Source: an optimization exercise on an open RTL-to-GDS flow (aim: small area, a short achievable clock period and few clock cycles per item). Production flows keep margins and buffers that such runs may drop. The RTL was checked by simulation tests, not by an equivalence proof against the original design. Power figures rest on the tool's default switching activity, not on a simulated workload.

## flow/config.mk

```make
export PLATFORM = sky130hd
export DESIGN_NAME = resp_stream_parser
export DESIGN_NICKNAME = resp_stream_parser
export VERILOG_FILES = /design/flow/design.v
export SDC_FILE = /design/flow/constraint.sdc
export NUM_CORES = 4
export LEC_CHECK = 0
export CAP_MARGIN = 20
export CORE_MARGIN = 2
export CORE_UTILIZATION = 40
export SLEW_MARGIN = 20
```

## flow/constraint.sdc

```tcl
create_clock -name core_clock -period 8.5 [get_ports {clk}]
set_input_delay 1.7000 -clock core_clock [delete_from_list [all_inputs] [get_ports {clk}]]
set_output_delay 1.7000 -clock core_clock [all_outputs]
set_load 0.01 [all_outputs]
```

## flow/design.v

```verilog
`timescale 1ns / 1ps
package rsp_pkg;
	localparam int MAX_DEPTH_DEF  = 16;
	localparam int COUNT_BITS_DEF = 32;
	localparam logic [2:0] EV_IGNORE = 3'd0;
	localparam logic [2:0] EV_FRAME  = 3'd1;
	localparam logic [2:0] EV_DATA   = 3'd2;
	localparam logic [2:0] EV_VALUE  = 3'd3;
	localparam logic [2:0] EV_ERROR  = 3'd4;
	localparam logic [2:0] K_INT   = 3'd0;
	localparam logic [2:0] K_STR   = 3'd1;
	localparam logic [2:0] K_ERR   = 3'd2;
	localparam logic [2:0] K_BULK  = 3'd3;
	localparam logic [2:0] K_NULL  = 3'd4;
	localparam logic [2:0] K_ARRAY = 3'd5;
	localparam logic [2:0] E_NONE     = 3'd0;
	localparam logic [2:0] E_TOKEN    = 3'd1;
	localparam logic [2:0] E_MARKER   = 3'd2;
	localparam logic [2:0] E_DEEP     = 3'd3;
	localparam logic [2:0] E_OVERFLOW = 3'd4;
	localparam logic [7:0] CH_CR     = 8'h0D;
	localparam logic [7:0] CH_LF     = 8'h0A;
	localparam logic [7:0] CH_COLON  = 8'h3A;
	localparam logic [7:0] CH_PLUS   = 8'h2B;
	localparam logic [7:0] CH_MINUS  = 8'h2D;
	localparam logic [7:0] CH_DOLLAR = 8'h24;
	localparam logic [7:0] CH_USCORE = 8'h5F;
	localparam logic [7:0] CH_STAR   = 8'h2A;
	localparam logic [7:0] CH_ZERO   = 8'h30;
	localparam logic [7:0] CH_NINE   = 8'h39;
	localparam logic [63:0] INT_POS_LIM = 64'h7FFF_FFFF_FFFF_FFFF;
	localparam logic [63:0] INT_NEG_LIM = 64'h8000_0000_0000_0000;
	typedef enum logic [3:0] {
		PH_MARK,
		PH_INT_START,
		PH_INT_BODY,
		PH_COUNT,
		PH_STR,
		PH_NUL_CR,
		PH_LINE_LF,
		PH_BULK_DATA,
		PH_BULK_CR,
		PH_BULK_LF,
		PH_DONE
	} phase_t;
	typedef struct packed {
		logic en;
		logic clear;
		logic push;
		logic close;
	} stk_cmd_t;
	typedef struct packed {
		logic full;
		logic empty_close;
	} stk_stat_t;
endpackage
`timescale 1ns / 1ps
module rsp_digit (
	input  logic [7:0]  data,
	input  logic [63:0] acc,
	input  logic [63:0] lim,
	output logic        is_digit,
	output logic [63:0] acc_next,
	output logic        over
);
	logic [3:0]  dval;
	logic [67:0] prod;
	assign is_digit = (data >= rsp_pkg::CH_ZERO) && (data <= rsp_pkg::CH_NINE);
	assign dval     = 4'(data - rsp_pkg::CH_ZERO);
	assign prod     = ({4'b0, acc} << 3) + ({4'b0, acc} << 1) + {64'b0, dval};
	assign over     = prod > {4'b0, lim};
	assign acc_next = prod[63:0];
endmodule
`timescale 1ns / 1ps
module rsp_stack #(
	parameter int MAX_DEPTH  = rsp_pkg::MAX_DEPTH_DEF,
	parameter int COUNT_BITS = rsp_pkg::COUNT_BITS_DEF,
	localparam int PTR_W     = $clog2(MAX_DEPTH + 1),
	localparam int IDX_W     = (MAX_DEPTH > 1) ? $clog2(MAX_DEPTH) : 1
) (
	input  logic                  clk,
	input  logic                  arst_n,
	input  rsp_pkg::stk_cmd_t     cmd,
	input  logic [COUNT_BITS-1:0] push_val,
	output logic [PTR_W-1:0]      depth,
	output rsp_pkg::stk_stat_t    stat
);
	logic [PTR_W-1:0]      ptr_q;
	logic [PTR_W-1:0]      ptr_n;
	logic [COUNT_BITS-1:0] cnt_q [MAX_DEPTH];
	logic                  one_q [MAX_DEPTH];
	logic                  found;
	logic [IDX_W-1:0]      sel;
	logic [IDX_W-1:0]      pidx;
	assign depth = cmd.clear ? '0 : ptr_q;
	assign pidx  = depth[IDX_W-1:0];
	always_comb begin
		found = 1'b0;
		sel   = '0;
		for (int i = 0; i < MAX_DEPTH; i++) begin
			if ((PTR_W'(i) < depth) && !one_q[i]) begin
				found = 1'b1;
				sel   = IDX_W'(i);
			end
		end
	end
	assign stat.full        = depth >= PTR_W'(MAX_DEPTH);
	assign stat.empty_close = !found;
	always_comb begin
		ptr_n = depth;
		if (cmd.push) begin
			ptr_n = depth + PTR_W'(1);
		end else if (cmd.close) begin
			ptr_n = found ? (PTR_W'(sel) + PTR_W'(1)) : '0;
		end
	end
	always_ff @(posedge clk or negedge arst_n) begin
		if (!arst_n) begin
			ptr_q <= '0;
		end else if (cmd.en) begin
			ptr_q <= ptr_n;
		end
	end
	always_ff @(posedge clk) begin
		if (cmd.en && cmd.push) begin
			cnt_q[pidx] <= push_val;
			one_q[pidx] <= push_val == COUNT_BITS'(1);
		end else if (cmd.en && cmd.close && found) begin
			cnt_q[sel] <= cnt_q[sel] - COUNT_BITS'(1);
			one_q[sel] <= cnt_q[sel] == COUNT_BITS'(2);
		end
	end
endmodule
`timescale 1ns / 1ps
module resp_stream_parser #(
	parameter int MAX_DEPTH  = rsp_pkg::MAX_DEPTH_DEF,
	parameter int COUNT_BITS = rsp_pkg::COUNT_BITS_DEF
) (
	input  logic         clk,
	input  logic         arst_n,
	input  logic         s_tvalid,
	output logic         s_tready,
	input  logic [7:0]   s_tdata,   
	input  logic [0:0]   s_tuser,   
	output logic         m_tvalid,
	input  logic         m_tready,
	output logic [111:0] m_tdata,   
	output logic [5:0]   m_tuser,   
	output logic         m_tlast    
);
	localparam int PTR_W = $clog2(MAX_DEPTH + 1);
	localparam logic [63:0] COUNT_MAX = 64'((65'(1) << COUNT_BITS) - 65'(1));
	logic adv;
	logic valid_s1, valid_s2;
	logic [7:0] data_s1;
	logic start_s1;
	rsp_pkg::phase_t phase_q;
	rsp_pkg::phase_t phase_n;
	rsp_pkg::phase_t ph_c;
	logic [2:0]            kind_q, kind_c, kind_n;
	logic [63:0]           acc_q, acc_c, acc_n;
	logic                  neg_q, neg_c, neg_n;
	logic                  dig_q, dig_c, dig_n;
	logic [COUNT_BITS-1:0] bulk_q, bulk_c, bulk_n;
	logic [31:0]           off_q, off_c;
	logic                  err_q, err_c, err_n;
	logic [2:0]            ecode_q, ecode_c, ecode_n;
	logic [2:0]         ev;
	logic [2:0]         res_code;
	logic [7:0]         res_payload;
	logic signed [63:0] res_number;
	logic               res_done;
	logic [2:0]         res_kind;
	logic [2:0]         ev_s2, kind_s2, code_s2;
	logic [7:0]         payload_s2;
	logic signed [63:0] number_s2;
	logic [4:0]         depth_s2;
	logic               done_s2;
	logic [31:0]        off_s2;
	logic [63:0]      lim;
	logic             is_digit, over;
	logic [63:0]      acc_next;
	rsp_pkg::stk_cmd_t         stk_cmd;
	rsp_pkg::stk_stat_t        stk_stat;
	logic [PTR_W-1:0] stk_depth;
	assign adv      = valid_s1 && (!valid_s2 || m_tready);
	assign s_tready = !valid_s1 || adv;
	always_ff @(posedge clk or negedge arst_n) begin
		if (!arst_n) begin
			valid_s1 <= 1'b0;
		end else if (s_tvalid && s_tready) begin
			valid_s1 <= 1'b1;
		end else if (adv) begin
			valid_s1 <= 1'b0;
		end
	end
	always_ff @(posedge clk) begin
		if (s_tvalid && s_tready) begin
			data_s1  <= s_tdata;
			start_s1 <= s_tuser[0];
		end
	end
	always_comb begin
		ph_c    = start_s1 ? rsp_pkg::PH_MARK : phase_q;
		kind_c  = start_s1 ? rsp_pkg::K_INT : kind_q;
		acc_c   = start_s1 ? '0 : acc_q;
		neg_c   = start_s1 ? 1'b0 : neg_q;
		dig_c   = start_s1 ? 1'b0 : dig_q;
		bulk_c  = start_s1 ? '0 : bulk_q;
		off_c   = start_s1 ? '0 : off_q;
		err_c   = start_s1 ? 1'b0 : err_q;
		ecode_c = start_s1 ? rsp_pkg::E_NONE : ecode_q;
	end
	assign lim = (ph_c == rsp_pkg::PH_COUNT) ? COUNT_MAX : (neg_c ? rsp_pkg::INT_NEG_LIM : rsp_pkg::INT_POS_LIM);
	rsp_digit u_digit (
		.data     (data_s1),
		.acc      (acc_c),
		.lim      (lim),
		.is_digit (is_digit),
		.acc_next (acc_next),
		.over     (over)
	);
	rsp_stack #(
		.MAX_DEPTH  (MAX_DEPTH),
		.COUNT_BITS (COUNT_BITS)
	) u_stack (
		.clk      (clk),
		.arst_n   (arst_n),
		.cmd      (stk_cmd),
		.push_val (acc_c[COUNT_BITS-1:0]),
		.depth    (stk_depth),
		.stat     (stk_stat)
	);
	always_comb begin
		phase_n       = ph_c;
		kind_n        = kind_c;
		acc_n         = acc_c;
		neg_n         = neg_c;
		dig_n         = dig_c;
		bulk_n        = bulk_c;
		err_n         = err_c;
		ecode_n       = ecode_c;
		ev            = rsp_pkg::EV_FRAME;
		res_code      = rsp_pkg::E_NONE;
		res_payload   = 8'd0;
		res_number    = 64'sd0;
		res_done      = 1'b0;
		stk_cmd.en    = adv;
		stk_cmd.clear = start_s1;
		stk_cmd.push  = 1'b0;
		stk_cmd.close = 1'b0;
		if (err_c) begin
			ev       = rsp_pkg::EV_IGNORE;
			res_code = ecode_c;
		end else begin
			case (ph_c)
				rsp_pkg::PH_MARK: begin
					acc_n = '0;
					neg_n = 1'b0;
					dig_n = 1'b0;
					case (data_s1)
						rsp_pkg::CH_COLON: begin
							kind_n  = rsp_pkg::K_INT;
							phase_n = rsp_pkg::PH_INT_START;
						end
						rsp_pkg::CH_PLUS: begin
							kind_n  = rsp_pkg::K_STR;
							phase_n = rsp_pkg::PH_STR;
						end
						rsp_pkg::CH_MINUS: begin
							kind_n  = rsp_pkg::K_ERR;
							phase_n = rsp_pkg::PH_STR;
						end
						rsp_pkg::CH_DOLLAR: begin
							kind_n  = rsp_pkg::K_BULK;
							phase_n = rsp_pkg::PH_COUNT;
						end
						rsp_pkg::CH_USCORE: begin
							kind_n  = rsp_pkg::K_NULL;
							phase_n = rsp_pkg::PH_NUL_CR;
						end
						rsp_pkg::CH_STAR: begin
							kind_n  = rsp_pkg::K_ARRAY;
							phase_n = rsp_pkg::PH_COUNT;
						end
						default: begin
							ev       = rsp_pkg::EV_ERROR;
							res_code = rsp_pkg::E_MARKER;
						end
					endcase
				end
				rsp_pkg::PH_INT_START, rsp_pkg::PH_INT_BODY: begin
					if ((ph_c == rsp_pkg::PH_INT_START) &&
					    ((data_s1 == rsp_pkg::CH_PLUS) || (data_s1 == rsp_pkg::CH_MINUS))) begin
						neg_n   = data_s1 == rsp_pkg::CH_MINUS;
						phase_n = rsp_pkg::PH_INT_BODY;
					end else if (is_digit) begin
						acc_n   = over ? lim : acc_next;
						dig_n   = 1'b1;
						phase_n = rsp_pkg::PH_INT_BODY;
					end else if ((data_s1 == rsp_pkg::CH_CR) && ((ph_c == rsp_pkg::PH_INT_START) || dig_c)) begin
						phase_n = rsp_pkg::PH_LINE_LF;
					end else begin
						ev       = rsp_pkg::EV_ERROR;
						res_code = rsp_pkg::E_TOKEN;
					end
				end
				rsp_pkg::PH_COUNT: begin
					if (is_digit) begin
						if (over) begin
							ev       = rsp_pkg::EV_ERROR;
							res_code = rsp_pkg::E_OVERFLOW;
						end else begin
							acc_n = acc_next;
						end
					end else if (data_s1 == rsp_pkg::CH_CR) begin
						phase_n = rsp_pkg::PH_LINE_LF;
					end else begin
						ev       = rsp_pkg::EV_ERROR;
						res_code = rsp_pkg::E_TOKEN;
					end
				end
				rsp_pkg::PH_STR: begin
					if (data_s1 == rsp_pkg::CH_CR) begin
						phase_n = rsp_pkg::PH_LINE_LF;
					end else if (data_s1 == rsp_pkg::CH_LF) begin
						ev       = rsp_pkg::EV_ERROR;
						res_code = rsp_pkg::E_TOKEN;
					end else begin
						ev          = rsp_pkg::EV_DATA;
						res_payload = data_s1;
					end
				end
				rsp_pkg::PH_NUL_CR, rsp_pkg::PH_BULK_CR: begin
					if (data_s1 == rsp_pkg::CH_CR) begin
						phase_n = (ph_c == rsp_pkg::PH_NUL_CR) ? rsp_pkg::PH_LINE_LF : rsp_pkg::PH_BULK_LF;
					end else begin
						ev       = rsp_pkg::EV_ERROR;
						res_code = rsp_pkg::E_TOKEN;
					end
				end
				rsp_pkg::PH_BULK_DATA: begin
					ev          = rsp_pkg::EV_DATA;
					res_payload = data_s1;
					bulk_n      = bulk_c - COUNT_BITS'(1);
					if (bulk_c == COUNT_BITS'(1)) begin
						phase_n = rsp_pkg::PH_BULK_CR;
					end
				end
				rsp_pkg::PH_LINE_LF, rsp_pkg::PH_BULK_LF: begin
					if (data_s1 != rsp_pkg::CH_LF) begin
						ev       = rsp_pkg::EV_ERROR;
						res_code = rsp_pkg::E_TOKEN;
					end else if ((ph_c == rsp_pkg::PH_LINE_LF) && (kind_c == rsp_pkg::K_BULK)) begin
						bulk_n  = acc_c[COUNT_BITS-1:0];
						phase_n = (acc_c == 64'd0) ? rsp_pkg::PH_BULK_CR : rsp_pkg::PH_BULK_DATA;
					end else if ((ph_c == rsp_pkg::PH_LINE_LF) && (kind_c == rsp_pkg::K_ARRAY) &&
					             (acc_c != 64'd0)) begin
						if (stk_stat.full) begin
							ev       = rsp_pkg::EV_ERROR;
							res_code = rsp_pkg::E_DEEP;
						end else begin
							stk_cmd.push = 1'b1;
							ev           = rsp_pkg::EV_VALUE;
							res_number   = acc_c;
							phase_n      = rsp_pkg::PH_MARK;
						end
					end else begin
						ev = rsp_pkg::EV_VALUE;
						if (kind_c == rsp_pkg::K_INT) begin
							res_number = neg_c ? (64'd0 - acc_c) : acc_c;
						end else if ((kind_c == rsp_pkg::K_BULK) || (kind_c == rsp_pkg::K_ARRAY)) begin
							res_number = acc_c;
						end
						stk_cmd.close = 1'b1;
						res_done      = stk_stat.empty_close;
						phase_n       = stk_stat.empty_close ? rsp_pkg::PH_DONE : rsp_pkg::PH_MARK;
					end
				end
				rsp_pkg::PH_DONE: begin
					ev = rsp_pkg::EV_IGNORE;
				end
				default: begin
					ev = rsp_pkg::EV_IGNORE;
				end
			endcase
			if (ev == rsp_pkg::EV_ERROR) begin
				err_n   = 1'b1;
				ecode_n = res_code;
			end
		end
		res_kind = ((ev == rsp_pkg::EV_FRAME) || (ev == rsp_pkg::EV_DATA) || (ev == rsp_pkg::EV_VALUE)) ? kind_n : rsp_pkg::K_INT;
	end
	always_ff @(posedge clk or negedge arst_n) begin
		if (!arst_n) begin
			phase_q <= rsp_pkg::PH_MARK;
		end else if (adv) begin
			phase_q <= phase_n;
		end
	end
	always_ff @(posedge clk or negedge arst_n) begin
		if (!arst_n) begin
			kind_q  <= rsp_pkg::K_INT;
			acc_q   <= '0;
			neg_q   <= 1'b0;
			dig_q   <= 1'b0;
			bulk_q  <= '0;
			off_q   <= '0;
			err_q   <= 1'b0;
			ecode_q <= rsp_pkg::E_NONE;
		end else if (adv) begin
			kind_q  <= kind_n;
			acc_q   <= acc_n;
			neg_q   <= neg_n;
			dig_q   <= dig_n;
			bulk_q  <= bulk_n;
			off_q   <= off_c + 32'd1;
			err_q   <= err_n;
			ecode_q <= ecode_n;
		end
	end
	always_ff @(posedge clk or negedge arst_n) begin
		if (!arst_n) begin
			valid_s2 <= 1'b0;
		end else if (adv) begin
			valid_s2 <= 1'b1;
		end else if (m_tready) begin
			valid_s2 <= 1'b0;
		end
	end
	always_ff @(posedge clk) begin
		if (adv) begin
			ev_s2      <= ev;
			kind_s2    <= res_kind;
			code_s2    <= res_code;
			payload_s2 <= res_payload;
			number_s2  <= res_number;
			depth_s2   <= 5'(stk_depth);
			done_s2    <= res_done;
			off_s2     <= off_c;
		end
	end
	assign m_tvalid = valid_s2;
	assign m_tdata  = {off_s2, code_s2, depth_s2, number_s2, payload_s2};
	assign m_tuser  = {kind_s2, ev_s2};
	assign m_tlast  = done_s2;
endmodule
```

## flow/run.sh

```bash
#!/bin/bash
# synth_recipe.tcl (not shown) runs the flow's synth.tcl, then flattens the netlist and writes it again
# the make line also repeats each setting of config.mk as NAME=value (left out here)
make -C /OpenROAD-flow-scripts/flow DESIGN_CONFIG=/design/flow/config.mk WORK_HOME=/design/flow/orfs CLKGATE_MAP_FILE= SYNTH_SCRIPT=/design/flow/synth_recipe.tcl finish
```

==> summary.md <==
| Metric | Value |
|---|---|
| Setup crit end kind | register |
| Area growth syn-to-layout | 14.84% |
| Synthesized net count | 4602 |
| Area of placed instances | 48920 sq um |
| Vias in the first global route | 35060 |
| DR WL/cell | 25.54 um |
| Initial antenna violation count | 3 |
| Top FF cell, synth | edfxtp_1 |
| Worst-Margin Slew | 1.175 ns |
| Congestion Overflow GR | 0 |
| Post-synthesis compound-gate area fraction | 0.1870 |
| Synth warnings | 2 |
| Antenna Nets Post-Route | 0 |
| Top Ports | 134 |
| Pre-Repair DR Iteration Count | 6 |
| RSZ-0062 raised after global routing | no |
| Final Net Count | 4715 |
| Dpl ws | -0.1315 ns |
| Post-synth EDFFs | 656 |
| Slew Viols, Final | 0 |
| Most used cell, CP | buf_4 |
| Layout filler cell count | 10430 |
| DRC | 0 |
| Final HPWL DP | 103900 um |
| # setup viols final | 0 |
| Chip width | 340.1 um |
| Drt via density | 6.185 |
| Slowest Stage Delay on Critical Path | 0.59 ns |
| Via Count | 37560 |
| WS Path Type | reg2reg |
| Max_cap viols | 0 |
| Seq cells post-synth | 804 |
| Clock Latency Late Sink | 0.70 ns |
| Final worst setup slack | 0.4405 ns |
| Mapped Avg Cell Area | 10.29 sq um |
| Largest net degree at the start of global routing | 148 |
| CTS tree | yes |
| PortBufs | 133 |
| Adder-Cell Fraction of Synth Area | 0.05526 |
| Commonest non-fill, non-tap cell in the layout | edfxtp_1 |
| Fin Clk Skew | 0.03900 ns |
| Mux cell area share after synthesis | 0.01971 |
| Crit path max fanout | 18 |
| Largest family of logic cells by synthesized area | compound AO/OA/AOI/OAI gates |
| Data required time at the worst endpoint | 9.11 ns |
| Initial Utilization | 0.4023 |
| Peak VDD IR | 0.1633 mV |
| CP startpoint kind | register |
| Max_slew headroom | 0.2147 |
| Final hold vios | 0 |
| Synth Area in XOR/XNOR | 0.02422 |
| Worst Hold Class | reg2reg |
| CP max stage cell | or4_1 |
| Post-Route WL | 155100 um |
| Core Footprint | 112300 sq um |
| Worst-path clk slew | 0.06 ns |
| Setup TNS Final | 0 ns |
| RePlAce Congestion | 0.9529 |
| First-pass GRT wire length | 230700 um |
| Share of cells above drive strength 1 | 0.1023 |
| FMAX | 0.1241 GHz |
| Synth async-reset ratio | 0.1841 |
| Post-Synth Simple-Gate Area | 0.1609 |
| Synth cell types | 111 |
| CTS H-tree lvls | 3 |
| Leakage power total | 19.61 nW |
| CTS Sinks | 804 |
| Post-synthesis sequential area ratio | 0.5178 |
| Cell Area, Synth | 45190 sq um |
| # rows | 123 |
| Crit path DAT | 8.67 ns |
| Final worst-path cycle share | 0.9482 |
| Die area | 115700 sq um |
| Initial DRC count | 4306 |
| Power Density | 214.0 nW/um^2 |
| CTS root buf | clkbuf_16 |
| TritonCTS Buffers | 90 |
| N_diodes | 0 |
| Most frequent cells in the layout | edfxtp_1 (656), nand2_1 (517), o21ai_0 (309) |
| Die Ht | 340.1 um |
| Syn Inst Count | 4390 |
| Final instance area | 51900 sq um |
| Maximum clock insertion buffer count | 3 |
| Run status | timing/DRC/antenna clean |
| GRT Overall Usage | 0.2609 |
| Tmin final | 8.059 ns |
-- synthesized netlist by cell type, types with 39 or more instances --
| master | number | area (sq um) |
|---|---|---|
| nor2b_1 | 101 | 631.9 |
| nor4_1 | 39 | 244.0 |
| and3_1 | 49 | 306.5 |
| o22ai_1 | 39 | 244.0 |
| edfxtp_1 | 656 | 19700 |
| xnor2_1 | 71 | 621.9 |
| inv_1 | 76 | 285.3 |
| nor3_1 | 97 | 485.5 |
| clkbuf_1 | 197 | 739.5 |
| o21ai_0 | 314 | 1572 |
| nand3_1 | 148 | 740.7 |
| or3_1 | 50 | 312.8 |
| ha_1 | 198 | 2477 |
| nand2_1 | 519 | 1948 |
| mux2i_1 | 62 | 620.6 |
| buf_2 | 68 | 340.3 |
| o221ai_1 | 42 | 367.9 |
| nand4_1 | 48 | 300.3 |
| a31oi_1 | 63 | 394.1 |
| nor2_1 | 321 | 1205 |
| xor2_1 | 54 | 473.0 |
| dfrtp_1 | 148 | 3704 |
| a211oi_1 | 39 | 292.8 |
| a21o_1 | 66 | 495.5 |
| a21oi_1 | 306 | 1531 |
-- cell families (layout without fill, tap and decap cells) --
kind of cell	Yosys count	after routing
simple gates	1509	1509
compound gates	1288	1288
buf+inv	379	562
flops	804	804
xor+xnor	125	125
mux	86	86
fa+ha+maj	199	199
-- layout make-up --
class,instances,area (sq um),share of cell area
repair buffers,320,2940,0.05665
well taps,1500,1877,0.03616
inverters,80,307.8,0.005931
clock inverters,52,466.7,0.008992
clock buffers,110,2401,0.04626
flip-flops and latches,804,23400,0.4509
multi-input cells,3207,20500,0.3951
-- metrics by stage --
stage	total power, mW	util	cells	hold WS, ns
finish	11.11	0.4620	6073	0.4727
global route	11.50	0.4620	6073	0.5111
CTS	11.09	0.4610	6069	0.4755
detailed placement	7.277	0.4354	5907	0.4626
global placement	7.267	0.4352	5905	0.4538
floorplan	6.290	-	4390	0.4422
-- path summary, 6_finish.rpt --
check,start,endpoint,slack (ns),cells after the start
worst max-delay path,start_s1,acc_q[25],0.44,31
worst min-delay path,off_q[0],off_q[0],0.47,2
worst max register to register,start_s1,acc_q[25],0.44,31
worst min register to register,off_q[0],off_q[0],0.47,2
max in group asynchronous,arst_n,off_q[14],6.26,2
min in group asynchronous,arst_n,acc_q[61],0.94,1
-- critical path: cells and delay by family (launching register included) --
kind	cells	cell delay, ns
and+or+nand+nor	11	2.71
buffers and inverters	4	0.78
adders and majority gates	3	0.91
xor gates and xnor gates	1	0.17
DFF	1	0.45
AOI/OAI and AO/OA	12	2.97
-- flip-flops by register name, summed over array words and instances (netlist names), 3 cells and up --
| signal | flops |
|---|---|
| bulk_q | 32 |
| off_q | 32 |
| phase_q | 4 |
| u_stack.one_q | 16 |
| u_stack.ptr_q | 5 |
| ecode_q | 3 |
| off_s2 | 32 |
| payload_s2 | 8 |
| kind_s2 | 3 |
| u_stack.cnt_q | 512 |
| number_s2 | 64 |
| depth_s2 | 5 |
| ev_s2 | 3 |
| code_s2 | 3 |
| data_s1 | 8 |
| acc_q | 64 |
| kind_q | 3 |
-- per-layer routing --
| metal | vias to the layer above | wire length (um) | GRT usage |
|---|---|---|---|
| met3 | 354 | 13910 | 0.04753 |
| li1 | 16800 | - | - |
| met5 | - | 34 | 0 |
| met2 | 1946 | 69110 | 0.4030 |
| met4 | 4 | 6536 | 0.1025 |
| met1 | 18450 | 65520 | 0.3638 |
-- where the power goes --
| group | total (mW) | internal, mW | switching [mW] |
|---|---|---|---|
| registers | 4.65 | 4.48 | 0.168 |
| logic | 2.63 | 0.866 | 1.76 |
| clock network | 3.84 | 2.17 | 1.67 |
| total | 11.1 | 7.51 | 3.59 |
-- what timing repair did --
action | 4_1_cts | 5_1_grt
setup buffers | 0 | 3
resized for setup | 2 | 9
hold buffers | 0 | 0
pin swaps | 0 | 2
endpoints found under the setup margin | 20 | 72
Testbench counts, summed over its fixed seeds: cycles 320,543, items 320,527.

## afterwards: timing with drivers on the ports
Ports are ideal in the flow. The routed layout listed here was re-timed in OpenROAD. Step 1: set_driving_cell puts a clkbuf_16 on clk and a buf_2 on each other input, an assumption about the parent block. Step 2 adds t to the input delays and takes it off the output delays; t is the mean of the earliest and latest rising clock arrival at the registers after step 1. Input paths then give back, and output paths get back, about the clock's delay inside the block. a / b / c = no drivers / after step 1 / after step 2; a / b = the first two.
t, ns: 0.750
slack for setup (ns): 0.441 / 0.441 / 0.441
hold WS [ns]: 0.473 / 0.473 / 0.473
worst slew at a driven data input, ns: 0.05
pins driven straight from the clock port: 1
After both steps this run still meets setup and hold. The setup slack of this run moves by 0.000 ns with the drivers and by 0.000 ns with both steps.
